Context: an optimization exercise on an open-source flow, tuned for small area and a short achievable clock period. The choices shown serve that exercise and are no tape-out recipe.
In this exercise RTL edits were held to simulation tests only and were not proved equivalent to the original.

==> flow/design.v <==
package cordic_pkg;
    localparam logic [512*13-1:0] CTRL_TAB = 6656'h65221909c801c2ce2571bb913c63e2bf1cdaaed202821468a7c5592be95dcaa1d34e89747ba73d5debdf5e1ce4e56718b895c06e2f72c19f0d0c661322988cc0e628f2679abd03e65f472995486a2750008b049426e14489cc4ae220d0268ab47da59d3ee9df4e895249b244523a93b4afa5e02e4156098845420612f0ac65f32b086c443218508a823403a0a009806a047019488642720070b3895c6ee44f18f8afc736abb480a0851a29f1564afa5772a874d3a25d1ee9cf577af7d787393959c62e25701b8bdcb067c3431984c8a62330398a3c99e6af40f997d1ca65521a89d40022c12509b851227312b8883409a2ad1f69674fba77d3a254926c91148ea4ed2be9780b9055826211508184bc2b197ccac21b110c861422a08d00e82802601a811c0000000000000000000000000000000000000000000000000000000000000000000000000000000000000000000000000000000000000000000000000000000000000000000000000000000000000000000000000000000000000000000000000000000000000000000000000000000000000000000000000000000000000000000000000000000000000000000000000000000000000000000000000000000000000000000000000000000000000000000000000000000000000000000000000000000000000000000000000000000000000000000000000000000000000000000000000000000000000000000000000000000000011c065221909c801c2ce2571bb913c63e2bf1cdaaed202821468a7c5592be95dcaa1d34e89747ba73d5debdf5e1ce4e56718b895c06e2f72c19f0d0c661322988cc0e628f2679abd03e65f472995486a2750008b049426e14489cc4ae220d0268ab47da59d3ee9df4e895249b244523a93b4afa5e02e4156098845420612f0ac65f32b086c443218508a823403a0a009806a047019488642720070b3895c6ee44f18f8afc736abb480a0851a29f1564afa5772a874d3a25d1ee9cf577af7d787393959c62e25701b8bdcb067c3431984c8a62330398a3c99e6af40f997d1ca65521a89d40022c12509b851227312b8883409a2ad1f69674fba77d3a254926c91148ea4ed2be9780b9055826211508184bc2b197ccac21b110c861422a08d00e82802601a811c0;
    function automatic logic [12:0] ctrl_word(input logic [8:0] angle);
        ctrl_word = CTRL_TAB[13 * angle +: 13];
    endfunction
endpackage
`timescale 1ns/1ps
module cordic_rotator (
    input  logic                    clk,
    input  logic                    rst_n,
    input  logic                    in_valid,
    input  logic [9-1:0] in_x,
    input  logic [9-1:0] in_y,
    input  logic [9-1:0] in_angle,
    output logic                    out_valid,
    output logic [32-1:0]    out_x,
    output logic [32-1:0]    out_y
);
    localparam logic [10:0] PIPE = 11'b11111111111;
    localparam int CW = 15;    
    function automatic logic [22:0] add_ci(
        input logic [22:0] a,
        input logic [22:0] b,
        input logic        ci
    );
        logic [23:0] s;
        s      = {a, 1'b1} + {b, ci};
        add_ci = s[23:1];
    endfunction
    logic              v0;
    logic signed [8:0] x0, y0, a0;
    cordic_pipe #(.W(27), .EN(PIPE[0])) p0 (.clk(clk),
        .d({in_x, in_y, in_angle}), .q({x0, y0, a0}));
    cordic_valid #(.EN(PIPE[0])) pv0 (.clk(clk), .rst_n(rst_n), .d(in_valid), .q(v0));
    logic signed [9:0] xq, yq;
    always_comb
    begin
        if (a0 < -135 || a0 >= 135)
        begin
            xq = -x0;
            yq = -y0;
        end
        else if (a0 < -45)
        begin
            xq = -y0;
            yq = x0;
        end
        else if (a0 < 45)
        begin
            xq = x0;
            yq = y0;
        end
        else
        begin
            xq = y0;
            yq = -x0;
        end
    end
    logic xneg, yneg;
    assign xneg = (a0 <= -90) || (a0 > 90);
    assign yneg = (a0 <= 0);
    logic signed [9:0] x1, y1;
    logic [CW-1:0]     c1;
    logic              v1;
    cordic_pipe #(.W(20 + CW), .EN(PIPE[1])) p1 (.clk(clk),
        .d({xq, yq, yneg, xneg, cordic_pkg::ctrl_word(a0)}), .q({x1, y1, c1}));
    cordic_valid #(.EN(PIPE[1])) pv1 (.clk(clk), .rst_n(rst_n), .d(v0), .q(v1));
    function automatic logic signed [14:0] triple(
        input logic signed [9:0] p,
        input logic signed [9:0] q,
        input logic [1:0]        band,
        input logic              sub
    );
        logic signed [14:0] pe, qe, t1, t2, t3, b1, b2;
        pe = p;
        qe = q;
        t1 = (pe <<< 4) | 15'sd1;                         
        t2 = (band == 2'd2) ? (pe <<< 2) : (pe <<< 3);     
        t3 = (band == 2'd0) ? pe : '0;                     
        case (band)
            2'd1:    b1 = qe <<< 3;                        
            2'd2:    b1 = qe <<< 4;                        
            default: b1 = '0;
        endcase
        b2 = (band == 2'd0) ? '0 : qe;
        triple = t1 + t2 + t3 + (b1 ^ {15{sub}}) + (b2 ^ {15{!sub}});
    endfunction
    logic signed [14:0] u2, w2;
    logic [CW-1:0]      c2;
    logic               v2;
    cordic_pipe #(.W(30 + CW), .EN(PIPE[2])) p2 (.clk(clk),
        .d({triple(x1, y1, c1[1:0], c1[2]), triple(y1, x1, c1[1:0], !c1[2]), c1}),
        .q({u2, w2, c2}));
    cordic_valid #(.EN(PIPE[2])) pv2 (.clk(clk), .rst_n(rst_n), .d(v1), .q(v2));
    function automatic logic signed [18:0] times25(input logic signed [14:0] u);
        logic signed [18:0] e;
        e = u;
        times25 = (e <<< 4) + (e <<< 3) + e;
    endfunction
    logic signed [18:0] u3, w3;
    logic [CW-1:0]      c3;
    logic               v3;
    cordic_pipe #(.W(38 + CW), .EN(PIPE[3])) p3 (.clk(clk),
        .d({times25(u2), times25(w2), c2}), .q({u3, w3, c3}));
    cordic_valid #(.EN(PIPE[3])) pv3 (.clk(clk), .rst_n(rst_n), .d(v2), .q(v3));
    function automatic logic [1:0] trim_fix(input logic [5:0] t);
        logic [127:0] tab;
        tab = 128'h6b279a96766269592716964562215914;
        trim_fix = tab[2 * t +: 2];
    endfunction
    function automatic logic signed [22:0] gain_trim(input logic signed [18:0] t);
        logic signed [22:0] hi, lo;
        hi = t;
        lo = t >>> 6;
        gain_trim = add_ci({hi[18:0], 2'b00, trim_fix(t[5:0])}, lo, 1'b0);
    endfunction
    logic signed [22:0] u4, w4;
    logic [CW-1:0]      c4;
    logic               v4;
    cordic_pipe #(.W(46 + CW), .EN(PIPE[4])) p4 (.clk(clk),
        .d({gain_trim(u3), gain_trim(w3), c3}), .q({u4, w4, c4}));
    cordic_valid #(.EN(PIPE[4])) pv4 (.clk(clk), .rst_n(rst_n), .d(v3), .q(v4));
    function automatic logic signed [22:0] scaled(
        input logic signed [22:0] a,
        input logic signed [22:0] b,
        input logic               act,
        input logic               neg
    );
        logic signed [22:0] d;
        logic               ci;
        if (act)
        begin
            d  = neg ? ~(b >>> 3) : (b >>> 3);
            ci = neg && (b[2:0] == 3'd0);
        end
        else
        begin
            d  = a >>> 7;
            ci = 1'b0;
        end
        scaled = add_ci(a, d, ci);
    endfunction
    logic signed [22:0] u5, w5;
    logic [CW-1:0]      c5;
    logic               v5;
    cordic_pipe #(.W(46 + CW), .EN(PIPE[5])) p5 (.clk(clk),
        .d({scaled(u4, w4, c4[3], c4[4]), scaled(w4, u4, c4[3], !c4[4]), c4}),
        .q({u5, w5, c5}));
    cordic_valid #(.EN(PIPE[5])) pv5 (.clk(clk), .rst_n(rst_n), .d(v4), .q(v5));
    logic signed [22:0] u5s, w5s;
    assign u5s = u5 >>> 7;
    assign w5s = w5 >>> 7;
    logic signed [22:0] u6, w6;
    logic [CW-1:0]      c6;
    logic               v6;
    cordic_pipe #(.W(46 + CW), .EN(PIPE[6])) p6 (.clk(clk),
        .d({add_ci(u5, ~u5s, 1'b1), add_ci(w5, w5s, 1'b0), c5}),
        .q({u6, w6, c6}));
    cordic_valid #(.EN(PIPE[6])) pv6 (.clk(clk), .rst_n(rst_n), .d(v5), .q(v6));
    function automatic logic signed [22:0] addsub(
        input logic signed [22:0] a,
        input logic signed [22:0] b,
        input logic               sub
    );
        addsub = add_ci(a, b ^ {23{sub}}, sub);
    endfunction
    logic signed [22:0] u7, w7, u8, w8, u9, w9;
    logic [CW-1:0]      c7, c8, c9;
    logic               v7, v8, v9;
    cordic_pipe #(.W(46 + CW), .EN(PIPE[7])) p7 (.clk(clk),
        .d({addsub(u6, w6 >>> 5, c6[5]), addsub(w6, u6 >>> 5, !c6[5]), c6}),
        .q({u7, w7, c7}));
    cordic_valid #(.EN(PIPE[7])) pv7 (.clk(clk), .rst_n(rst_n), .d(v6), .q(v7));
    cordic_pipe #(.W(46 + CW), .EN(PIPE[8])) p8 (.clk(clk),
        .d({addsub(u7, w7 >>> 6, c7[6]), addsub(w7, u7 >>> 6, !c7[6]), c7}),
        .q({u8, w8, c8}));
    cordic_valid #(.EN(PIPE[8])) pv8 (.clk(clk), .rst_n(rst_n), .d(v7), .q(v8));
    cordic_pipe #(.W(46 + CW), .EN(PIPE[9])) p9 (.clk(clk),
        .d({addsub(u8, w8 >>> 7, c8[7]), addsub(w8, u8 >>> 7, !c8[7]), c8}),
        .q({u9, w9, c9}));
    cordic_valid #(.EN(PIPE[9])) pv9 (.clk(clk), .rst_n(rst_n), .d(v8), .q(v9));
    function automatic logic signed [22:0] micro(
        input logic signed [22:0] a,
        input logic signed [22:0] b,
        input logic [3:0]         mag,
        input logic               neg
    );
        logic signed [22:0] q, p1, p2, s, c;
        logic               n1, n2;
        q  = b >>> 10;
        p1 = '0;
        p2 = '0;
        n2 = 1'b0;
        case (mag)
            4'd1: p1 = q;
            4'd2: p1 = q <<< 1;
            4'd3: begin p1 = q <<< 1; p2 = q; end
            4'd4: p1 = q <<< 2;
            4'd5: begin p1 = q <<< 2; p2 = q; end
            4'd6: begin p1 = q <<< 2; p2 = q <<< 1; end
            4'd7: begin p1 = q <<< 3; p2 = q; n2 = 1'b1; end
            4'd8: p1 = q <<< 3;
            default: ;
        endcase
        n1 = neg;
        n2 = n2 ^ neg;
        p1 = p1 ^ {23{n1}};
        p2 = p2 ^ {23{n2}};
        s = a ^ p1 ^ p2;
        c = {((a & p1) | (a & p2) | (p1 & p2)), n1};
        micro = add_ci(s, c, n2);
    endfunction
    logic signed [22:0] u10, w10;
    logic [CW-1:0]      c10;
    logic               v10;
    cordic_pipe #(.W(46 + CW), .EN(PIPE[10])) p10 (.clk(clk),
        .d({micro(u9, w9, c9[12:9], c9[8]), micro(w9, u9, c9[12:9], !c9[8]), c9}),
        .q({u10, w10, c10}));
    cordic_valid #(.EN(PIPE[10])) pv10 (.clk(clk), .rst_n(rst_n), .d(v9), .q(v10));
    function automatic logic signed [22:0] force_sign(
        input logic signed [22:0] a,
        input logic               neg
    );
        logic s;
        s = a[22] ^ neg;
        force_sign = add_ci(a ^ {23{s}}, 23'd0, s);
    endfunction
    logic signed [22:0] xo, yo;
    logic               vo;
    always_ff @(posedge clk)
    begin
        xo <= force_sign(u10, c10[13]);
        yo <= force_sign(w10, c10[14]);
        vo <= rst_n && v10;
    end
    assign out_valid = vo;
    assign out_x     = {{(32 - 23){xo[22]}}, xo};
    assign out_y     = {{(32 - 23){yo[22]}}, yo};
endmodule
module cordic_pipe #(
    parameter int W  = 1,
    parameter bit EN = 1'b1
) (
    input  logic         clk,
    input  logic [W-1:0] d,
    output logic [W-1:0] q
);
    if (EN)
    begin : g_reg
        always_ff @(posedge clk)
        begin
            q <= d;
        end
    end
    else
    begin : g_wire
        assign q = d;
    end
endmodule
module cordic_valid #(
    parameter bit EN = 1'b1
) (
    input  logic clk,
    input  logic rst_n,
    input  logic d,
    output logic q
);
    if (EN)
    begin : g_reg
        always_ff @(posedge clk)
        begin
            q <= rst_n && d;
        end
    end
    else
    begin : g_wire
        assign q = d;
    end
endmodule
==> flow/constraint.sdc <==
create_clock -name core_clock -period 10.5 [get_ports {clk}]
set_input_delay 2.1000 -clock core_clock [delete_from_list [all_inputs] [get_ports {clk}]]
set_output_delay 2.1000 -clock core_clock [all_outputs]
set_load 0.01 [all_outputs]
==> flow/run.sh <==
#!/bin/bash
# synth_recipe.tcl (not shown) runs the flow's synth.tcl, then flattens the netlist and writes it again
# the make line also repeats each setting of config.mk as NAME=value (left out here)
make -C /OpenROAD-flow-scripts/flow DESIGN_CONFIG=/design/flow/config.mk WORK_HOME=/design/flow/orfs CLKGATE_MAP_FILE= SYNTH_SCRIPT=/design/flow/synth_recipe.tcl finish
==> flow/config.mk <==
export PLATFORM = sky130hd
export DESIGN_NAME = cordic_rotator
export DESIGN_NICKNAME = cordic_rotator
export VERILOG_FILES = /design/flow/design.v
export SDC_FILE = /design/flow/constraint.sdc
export NUM_CORES = 4
export LEC_CHECK = 0
export CAP_MARGIN = 20
export CORE_MARGIN = 2
export CORE_UTILIZATION = 40
export SETUP_SLACK_MARGIN = 5
export SLEW_MARGIN = 20
==> flow_summary.ini, run 1 <==
[outcome]
status = no timing/DRC/antenna violations

[critical_path]
worst_path_max_delay_cell = a21o_1
worst-path-max-fanout = 24
cp.arrival_ps = 5510
worstSetupPathType = reg2reg
cpPeakStageDelay_ps = 680
crit_path_end_kind = flip-flop
reg2reg_depth = 17
required_ps = 11010
cp_cell_sequence = and4b_1 > a21o_1 > nand2_1 > nand2_1 > xnor2_1 > fa_1 > inv_1 > ha_1 > a21o_1 > a21oi_1 > nor2_1 > o41ai_4 > o41ai_1 > o41a_1 > a41o_1 > a31oi_1 > xnor2_1
startpoint_type = flip-flop

[floorplan]
die_w_um = 331
core.rowCount = 119
die_h_um = 331
io_pins = 95
die-area_sq_um = 109000
start_util = 0.405
core_sq_um = 106000

[cts]
cts_root_buffer = clkbuf_16
holdBufCountCts = 0
worstSkewPairLatency_ps = 630
cts-resized-gates = 0
clockBufferDepth = 3
htree_levels = 3
cts_made_buffers = 71
cts_sinks = 592
cts.reportedPaths.clkPinSlew_ps = 60
tritoncts = yes
postCtsSetupRepairBufs = 0

[timing]
worst_slack_ps = 5490
fmax_mhz = 200
worst_pin_slew_ps = 1040
rsz0062_at_grt = false
slew_headroom = 0.289
setup_viol = 0
timing.final.crit_share = 0.477
maxSlewViolCount = 0
final-hold-violation-count = 0
timing.setup.tns_ps = 0
layout_min_cycle_time_ps = 5010
skew_ps = 21.8

[place]
pre_cts_ws_ps = 5550
io_buffers = 94
hpwlAfterDp_mm = 83.1
post_dp_cell_area_sq_um = 44900
gp_congestion = 0.947

[global_routing]
grt-ovfl-total = 0
antenna_found_initial = 1
grt_pass1_vias = 33000
grt_start_max_net_pins = 82
grt_pass1_wl_mm = 174
grt_usage = 0.195

[yosys]
synth_compound_area_frac = 0.210
synth_cells = 4936
syn_nets = 5525
synth-seq-cells = 592
synthAdderAreaFrac = 0.189
muxShareOfSynthArea = 0.0155
yosys.area.top_type = dfxtp_1
synthTopCellsByArea = dfxtp_1 28%, ha_1 12%, xnor2_1 9.2%
synth-edff-count = 0
yosys.area_share.simple = 0.129
synth-async-reset-ratio = 0
ys.flop_type = dfxtp_1
yosys_warnings = 7
synth_top_family_by_area = compound AO/OA/AOI/OAI gates
synthesis.area_sq_um = 42700
ys_types = 83
synth_top_area_frac = 0.277
synth-xor-area-share = 0.133
syn_area_per_cell_sq_um = 8.66
yosysSeqAreaShare = 0.277

[finish]
antenna_cells = 0
final_net_count = 5531
final_common_cell = dfxtp_1
syn_to_final_growth_pct = 10.7
fillerInstances = 10300
drive_gt1_frac = 0.0436
final_cell_mix = 582 x dfxtp_1, 448 x xnor2_1, 416 x ha_1, 401 x a21oi_1, 355 x nand2_1
design_area_sq_um = 47300
final_core_util = 0.448

[drt]
routed_wl_mm = 109
num_vias = 35100
dr.pass1.iters = 9
wl_per_cell_um = 17.1
drc_errors = 0
final_antenna_net_count = 0
via_per_inst = 5.49
drt_iter0_drc = 2985

[job]
maxCapViolations = 0

[worst_hold_path]
min_path_cells = 0
holdCritPathClass = reg2reg
==> metal layers <==
layer  GRT usage  vias up  share of wire
met5           0        -              0
met4      0.0654        0          0.032
met3      0.0330      225          0.064
met2       0.323     1145           0.46
met1       0.257    16300           0.44
li1            -    17400              -
==> state kept, by name, summed over array words and instances (netlist names), 23 cells and up <==
register  flops
p0.q         27
p1.q         35
p10.q        48
p2.q         42
p3.q         50
p4.q         58
p5.q         56
p6.q         56
p7.q         55
p8.q         54
p9.q         53
xo           23
yo           23
==> area by class of cell <==
cell class	count	area, sq um	share of cell area
clock buffer	96	2030	0.0430
inverter	315	1180	0.0250
timing repair buffer	130	1210	0.0256
multi-input combinational	3832	28900	0.612
clock inverter	31	340	0.00719
sequential	592	11900	0.251
tap	1391	1740	0.0368
==> critical path: cells and delay by family, from the launching register on <==
| family | cells | cell delay, ps |
|---|---|---|
| AOI/OAI and AO/OA | 8 | 2330 |
| xor gates and xnor gates | 2 | 220 |
| adders and majority gates | 2 | 840 |
| buffers and inverters | 1 | 40 |
| DFF | 1 | 430 |
| and+or+nand+nor | 4 | 1010 |
==> synth_stat cells, types with 43 or more instances <==
library cell,instances
xnor2_1,450
and2_1,45
o21ai_1,46
a21oi_1,401
fa_1,143
a211oi_1,43
a31oi_1,55
clkbuf_1,144
ha_1,416
nand2_1,355
o211ai_1,52
dfxtp_1,592
o21ai_0,219
nor3_1,85
nand3_1,101
nor2_1,350
xor2_1,200
a21o_1,154
inv_1,312
nand2b_1,69
==> cells by family after synthesis <==
logic type / count (synthesis)
AO/OA/AOI/OAI: 1377
buffers and inverters: 512
multiplexers: 57
adder cells (fa/ha/maj): 559
flip-flops: 592
XOR/XNOR: 650
AND/OR/NAND/NOR: 1189
==> worst paths after layout <==
check | endpoint | startpoint | slack, ps
max | p10.q[35]$_DFF_P_ | p9.q[11]$_DFF_P_ | 5490
min | p4.q[9]$_DFF_P_ | p3.q[9]$_DFF_P_ | 310
max reg2reg | p10.q[35]$_DFF_P_ | p9.q[11]$_DFF_P_ | 5490
min reg2reg | p4.q[9]$_DFF_P_ | p3.q[9]$_DFF_P_ | 310
==> metrics by stage <==
step	hold slack, ps	std cells
after global placement	310	6260
after global routing	307	6387
final	310	6387
after floorplan	310	4936
after CTS	312	6387
after detailed placement	312	6260
==> run 2, diff against run 1 <==
--- a/flow/config.mk
+++ b/flow/config.mk
@@ -5,8 +5,8 @@
 export SDC_FILE = /design/flow/constraint.sdc
 export NUM_CORES = 4
 export LEC_CHECK = 0
+export ABC_AREA = 1
 export CAP_MARGIN = 20
 export CORE_MARGIN = 2
 export CORE_UTILIZATION = 40
-export SETUP_SLACK_MARGIN = 5
 export SLEW_MARGIN = 20
==> flow_summary.ini, run 2 <==
[yosys]
synthesis.area_sq_um = 47500
yosysMostFrequentCell = nand2_1
yosys.area.top_type = dfxtp_1
synthAdderAreaFrac = 0.170
synth_top_family_by_area = simple AND/OR/NAND/NOR gates
synth_top_area_frac = 0.249
synthTopCellsByCount = 1526 x nand2_1, 796 x inv_1, 592 x dfxtp_1
synthTopCellsByArea = dfxtp_1 25%, nand2_1 12%, ha_1 11%
ys.flop_type = dfxtp_1
synth-async-reset-ratio = 0
yosysSeqAreaShare = 0.249
yosys.area_share.simple = 0.249
syn_nets = 7297
synth-seq-cells = 592
yosys_warnings = 7
synth_cells = 6708
synth_compound_area_frac = 0.147
syn_area_per_cell_sq_um = 7.08
muxShareOfSynthArea = 0
ys_types = 58
synth-edff-count = 0
synth-xor-area-share = 0.105

[finish]
final_common_cell = nand2_1
drive_gt1_frac = 0.0355
largest_reg_flops = 58
final_cell_mix = 1526 x nand2_1, 796 x inv_1, 588 x dfxtp_1, 544 x nor2_1, 534 x a21oi_1
final_core_util = 0.443
stdcell_count = 8345
syn_to_final_growth_pct = 9.96
reg_top3 = p4.q (58), p5.q (56), p6.q (56)
final_net_count = 7345
largest-register = p4.q

[floorplan]
io_pins = 95
start_util = 0.403
core.rowCount = 126
die_w_um = 349
core_sq_um = 118000
die-area_sq_um = 122000
die_h_um = 349

[timing]
maxSlewViolCount = 0
skew_ps = 36.8
setup_viol = 0
timing.setup.tns_ps = 0
rsz0062_at_grt = false
worst_pin_slew_ps = 1000
layout_min_cycle_time_ps = 5290
final-hold-violation-count = 0
fmax_mhz = 189
slew_headroom = 0.325
timing.final.crit_share = 0.504

[critical_path]
worstSetupPathType = reg2reg
worst-path-max-fanout = 24
crit_path_end_kind = flip-flop
rr_startpoint = p1.q[0]$_DFF_P_
required_ps = 11040
startpoint_type = flip-flop
cp.arrival_ps = 5830
reg2reg_to = p2.q[27]$_DFF_P_
reg2reg_slack_ps = 5210
reg2reg_depth = 21

[cts]
cts.reportedPaths.clkPinSlew_ps = 60
postCtsSetupRepairBufs = 0
cts_made_buffers = 68
cts_sinks = 592
clockBufferDepth = 3
htree_levels = 3
worstSkewPairLatency_ps = 650
holdBufCountCts = 0
tritoncts = yes
cts_root_buffer = clkbuf_16
cts-resized-gates = 0

[drt]
drc_errors = 0
wl_per_cell_um = 18.1
final_antenna_net_count = 0
dr.pass1.iters = 7
routed_wl_mm = 151
via_per_inst = 5.37
num_vias = 44800
drt_iter0_drc = 3967

[global_routing]
antenna_found_initial = 3
grt_pass1_vias = 43100
grt-ovfl-total = 0
grt_start_max_net_pins = 48
grt_usage = 0.242
grt_pass1_wl_mm = 236

[worst_hold_path]
holdCritPathClass = reg2reg
min_path_cells = 0
min_from = p9.q[14]$_DFF_P_
holdPathEnd = p10.q[14]$_DFF_P_

[job]
maxCapViolations = 0

[place]
io_buffers = 94
gp_congestion = 0.993
placedCellCount = 8222
hpwlAfterDp_mm = 123

[outcome]
status = no timing/DRC/antenna violations
==> run 2: cell count changes after synthesis, sizes merged, moves of 41 or more <==
cell    previous run  this run
a21o             154        45
xor2             200       401
nor2b             41         0
nand2b            69         3
a21oi            401       534
inv              315       811
nand3            101       413
clkbuf           144        45
xnor2            450       156
nand2            355      1547
o22ai             24        95
nand4             20       115
o21ai            266       375
nor2             350       580
==> run 2: final cells by class <==
class,instances,area [sq um]
diodes,1,2.50
clock buffers,83,1890
clock inverters,39,561
fillers,12200,65700
inverters,816,3070
multi-input cells,5164,31800
flip-flops and latches,592,11900
well taps,1536,1920
repair buffers,114,1090
==> run 2: per-stage QoR <==
stage	hold slack [ps]	setup slack (ps)	instance area, sq um
floorplan	310	6330	47500
global placement	310	5320	49800
detailed placement	312	5310	49800
CTS	306	5280	52200
global route	326	4690	52200
finish	300	5210	52200
==> run 2: worst max path at each step <==
stage	startpoint	cells after the start	end	slack [ps]
floorplan	p1.q[0]$_DFF_P_	23	p2.q[27]$_DFF_P_	6330
global route	p1.q[0]$_DFF_P_	20	p2.q[41]$_DFF_P_	4690
finish	p1.q[0]$_DFF_P_	21	p2.q[27]$_DFF_P_	5210
CTS	p1.q[0]$_DFF_P_	21	p2.q[27]$_DFF_P_	5280
global placement	p1.q[0]$_DFF_P_	21	p2.q[27]$_DFF_P_	5320
detailed placement	p1.q[0]$_DFF_P_	21	p2.q[27]$_DFF_P_	5310
==> run 2: kinds of logic (layout without fill, tap and decap cells) <==
family,Yosys count,in the layout
simple gates,2803,2803
xor+xnor,557,557
compound gates,1245,1245
fa+ha+maj,559,559
buf+inv,952,1052
flops,592,592
other cells,0,1
==> run 2: layer usage <==
metal | wire [um] | global-route usage
met2 | 70700 | 0.413
met5 | 0 | 0
met1 | 64800 | 0.307
met3 | 9250 | 0.0285
met4 | 6310 | 0.104
==> run 2: critical path, cell delays in order, from the launching register on <==
cell and delay [ps]:
dfxtp_1 310, inv_1 80, ha_1 720, clkinv_1 730, nand2_1 240, xor2_1 150, inv_1 70, fa_1 470
inv_1 50, fa_1 470, inv_1 50, fa_1 470, inv_1 40, ha_1 330, a21oi_1 150, nand2_1 110
a21boi_0 270, o21ai_0 190, nand3_1 120, nand2_1 50, nand2_1 50, nand2_1 40
==> run 3, diff against run 2 <==
--- a/flow/config.mk
+++ b/flow/config.mk
@@ -5,7 +5,6 @@
 export SDC_FILE = /design/flow/constraint.sdc
 export NUM_CORES = 4
 export LEC_CHECK = 0
-export ABC_AREA = 1
 export CAP_MARGIN = 20
 export CORE_MARGIN = 2
 export CORE_UTILIZATION = 40
==> flow_summary.ini, run 3 <==
[outcome]
status = no timing/DRC/antenna violations

[finish]
final_common_cell = dfxtp_1
syn_to_final_growth_pct = 10.7
reg_top3 = p4.q (58), p5.q (56), p6.q (56)
final_core_util = 0.448
drive_gt1_frac = 0.0436
largest-register = p4.q
final_net_count = 5531
fillerInstances = 10300
largest_reg_flops = 58
final_cell_mix = 582 x dfxtp_1, 448 x xnor2_1, 416 x ha_1, 401 x a21oi_1, 355 x nand2_1
antenna_cells = 0

[critical_path]
cp_cell_sequence = and4b_1 > a21o_1 > nand2_1 > nand2_1 > xnor2_1 > fa_1 > inv_1 > ha_1 > a21o_1 > a21oi_1 > nor2_1 > o41ai_4 > o41ai_1 > o41a_1 > a41o_1 > a31oi_1 > xnor2_1
reg2reg_slack_ps = 5490
worst_path_max_delay_cell = a21o_1
crit_cells = 17
path_delay_family = compound AO/OA/AOI/OAI gates
worstSetupPathType = reg2reg
rr_startpoint = p9.q[11]$_DFF_P_
worst-path-max-fanout = 24
crit_path_end_kind = flip-flop
reg2reg_depth = 17
cp.arrival_ps = 5510
crit_buf_inv = 1
cpPeakStageDelay_ps = 680
startpoint_type = flip-flop
required_ps = 11010
crit_start = p9.q[11]$_DFF_P_
setup.worst_path.end = p10.q[35]$_DFF_P_
reg2reg_to = p10.q[35]$_DFF_P_

[cts]
holdBufCountCts = 0
cts.reportedPaths.clkPinSlew_ps = 60
cts_root_buffer = clkbuf_16
cts_sinks = 592
cts_made_buffers = 71
htree_levels = 3
worstSkewPairLatency_ps = 630
tritoncts = yes
cts-resized-gates = 0
postCtsSetupRepairBufs = 0
clockBufferDepth = 3

[yosys]
synth_cells = 4936
yosys_warnings = 7
synth-seq-cells = 592
yosys.area.top_type = dfxtp_1
ys.flop_type = dfxtp_1
synthTopCellsByCount = 592 x dfxtp_1, 450 x xnor2_1, 416 x ha_1
syn_nets = 5525
synth_top_area_frac = 0.277
syn_area_per_cell_sq_um = 8.66
yosysSeqAreaShare = 0.277
synthesis.area_sq_um = 42700
ys_types = 83
yosysMostFrequentCell = dfxtp_1
synth-edff-count = 0
synthTopCellsByArea = dfxtp_1 28%, ha_1 12%, xnor2_1 9.2%
synth-async-reset-ratio = 0

[timing]
worst_pin_slew_ps = 1040
layout_min_cycle_time_ps = 5010
skew_ps = 21.8
setup_viol = 0
maxSlewViolCount = 0
timing.setup.tns_ps = 0
final-hold-violation-count = 0
rsz0062_at_grt = false
timing.final.crit_share = 0.477
fmax_mhz = 200
slew_headroom = 0.289
holdWs_ps = 310

[global_routing]
grt_start_max_net_pins = 82
grt_pass1_wl_mm = 174
grt_pass1_vias = 33000
grt_usage = 0.195
antenna_found_initial = 1
grt-ovfl-total = 0

[floorplan]
io_pins = 95
die_w_um = 331
core.rowCount = 119
die_h_um = 331
start_util = 0.405
die-area_sq_um = 109000
core_sq_um = 106000

[drt]
wl_per_cell_um = 17.1
num_vias = 35100
dr.pass1.iters = 9
met1_length_mm = 48.5
topRoutingLayerUsed = met4
drc_errors = 0
final_antenna_net_count = 0
wl_met2_mm = 50.2
routed_wl_mm = 109
route.met3.wl_mm = 7.03
drt_iter0_drc = 2985
via_per_inst = 5.49

[place]
gp_congestion = 0.947
io_buffers = 94
hpwlAfterDp_mm = 83.1

[worst_hold_path]
holdCritPathClass = reg2reg

[job]
maxCapViolations = 0
run 3: area by class of cell:
class | instances | area (sq um) | share of cell area
tap | 1391 | 1740 | 0.0368
multi-input combinational | 3832 | 28900 | 0.612
timing repair buffer | 130 | 1210 | 0.0256
inverter | 315 | 1180 | 0.0250
clock buffer | 96 | 2030 | 0.0430
sequential | 592 | 11900 | 0.251
clock inverter | 31 | 340 | 0.00719
run 3: cells by family after synthesis:
group / Yosys count / synth area share
compound gates: 1377 / 0.210
simple gates: 1189 / 0.129
xor+xnor: 650 / 0.133
flops: 592 / 0.277
fa+ha+maj: 559 / 0.189
buf+inv: 512 / 0.0467
mux: 57 / 0.0155
run 3: how the worst min path moves through the flow:
stage / start / slack [ps] / depth (start not counted) / endpoint
after detailed placement: p2.q[4]$_DFF_P_ / 310 / 0 / p3.q[4]$_DFF_P_
final: p3.q[9]$_DFF_P_ / 310 / 0 / p4.q[9]$_DFF_P_
after global routing: p3.q[13]$_DFF_P_ / 310 / 0 / p4.q[13]$_DFF_P_
after global placement: p2.q[4]$_DFF_P_ / 310 / 0 / p3.q[4]$_DFF_P_
after CTS: p3.q[13]$_DFF_P_ / 310 / 0 / p4.q[13]$_DFF_P_
after floorplan: p9.q[13]$_DFF_P_ / 310 / 0 / p10.q[13]$_DFF_P_
run 3: stage by stage:
stage	setup WS, ps	instance area, sq um	std cells
after global routing	5100	47300	6387
after floorplan	5340	42700	4936
final	5490	47300	6387
after CTS	5520	47300	6387
after detailed placement	5550	44900	6260
after global placement	5610	44900	6260
run 3: routing by layer:
layer,vias to the layer above,GRT usage
li1,17400,-
met5,-,0
met4,0,0.0654
met2,1145,0.323
met3,225,0.0330
met1,16300,0.257

afterwards: timing with drivers on the ports:
In the flow no input, the clock included, has a driving cell. The finished layouts below were timed again as built, in two steps. Step 1 (the two cells are an assumption about what drives the block):
set clk [get_ports {clk}]
set_driving_cell -lib_cell sky130_fd_sc_hd__clkbuf_16 $clk
set_driving_cell -lib_cell sky130_fd_sc_hd__buf_2 [delete_from_list [all_inputs] $clk]
Step 2 adds t to the input delays and takes it off the output delays; t is the mean of the earliest and latest rising clock arrival at the registers after step 1. Input paths then give back, and output paths get back, about the clock's delay inside the block. Slacks: ideal ports / drivers / drivers and shift; pairs: ideal ports / drivers.
| run | shift t [ns] | setup WS [ns] | latest minus earliest clock arrival (ns) |
|---|---|---|---|
| run 1 | 0.683 | 5.494 / 5.494 / 5.494 | 0.027 / 0.026 |
| run 2 | 0.699 | 5.206 / 5.206 / 5.206 | 0.039 / 0.040 |
| run 3 | 0.683 | 5.494 / 5.494 / 5.494 | 0.027 / 0.026 |
After both steps setup and hold are still met in every run listed.
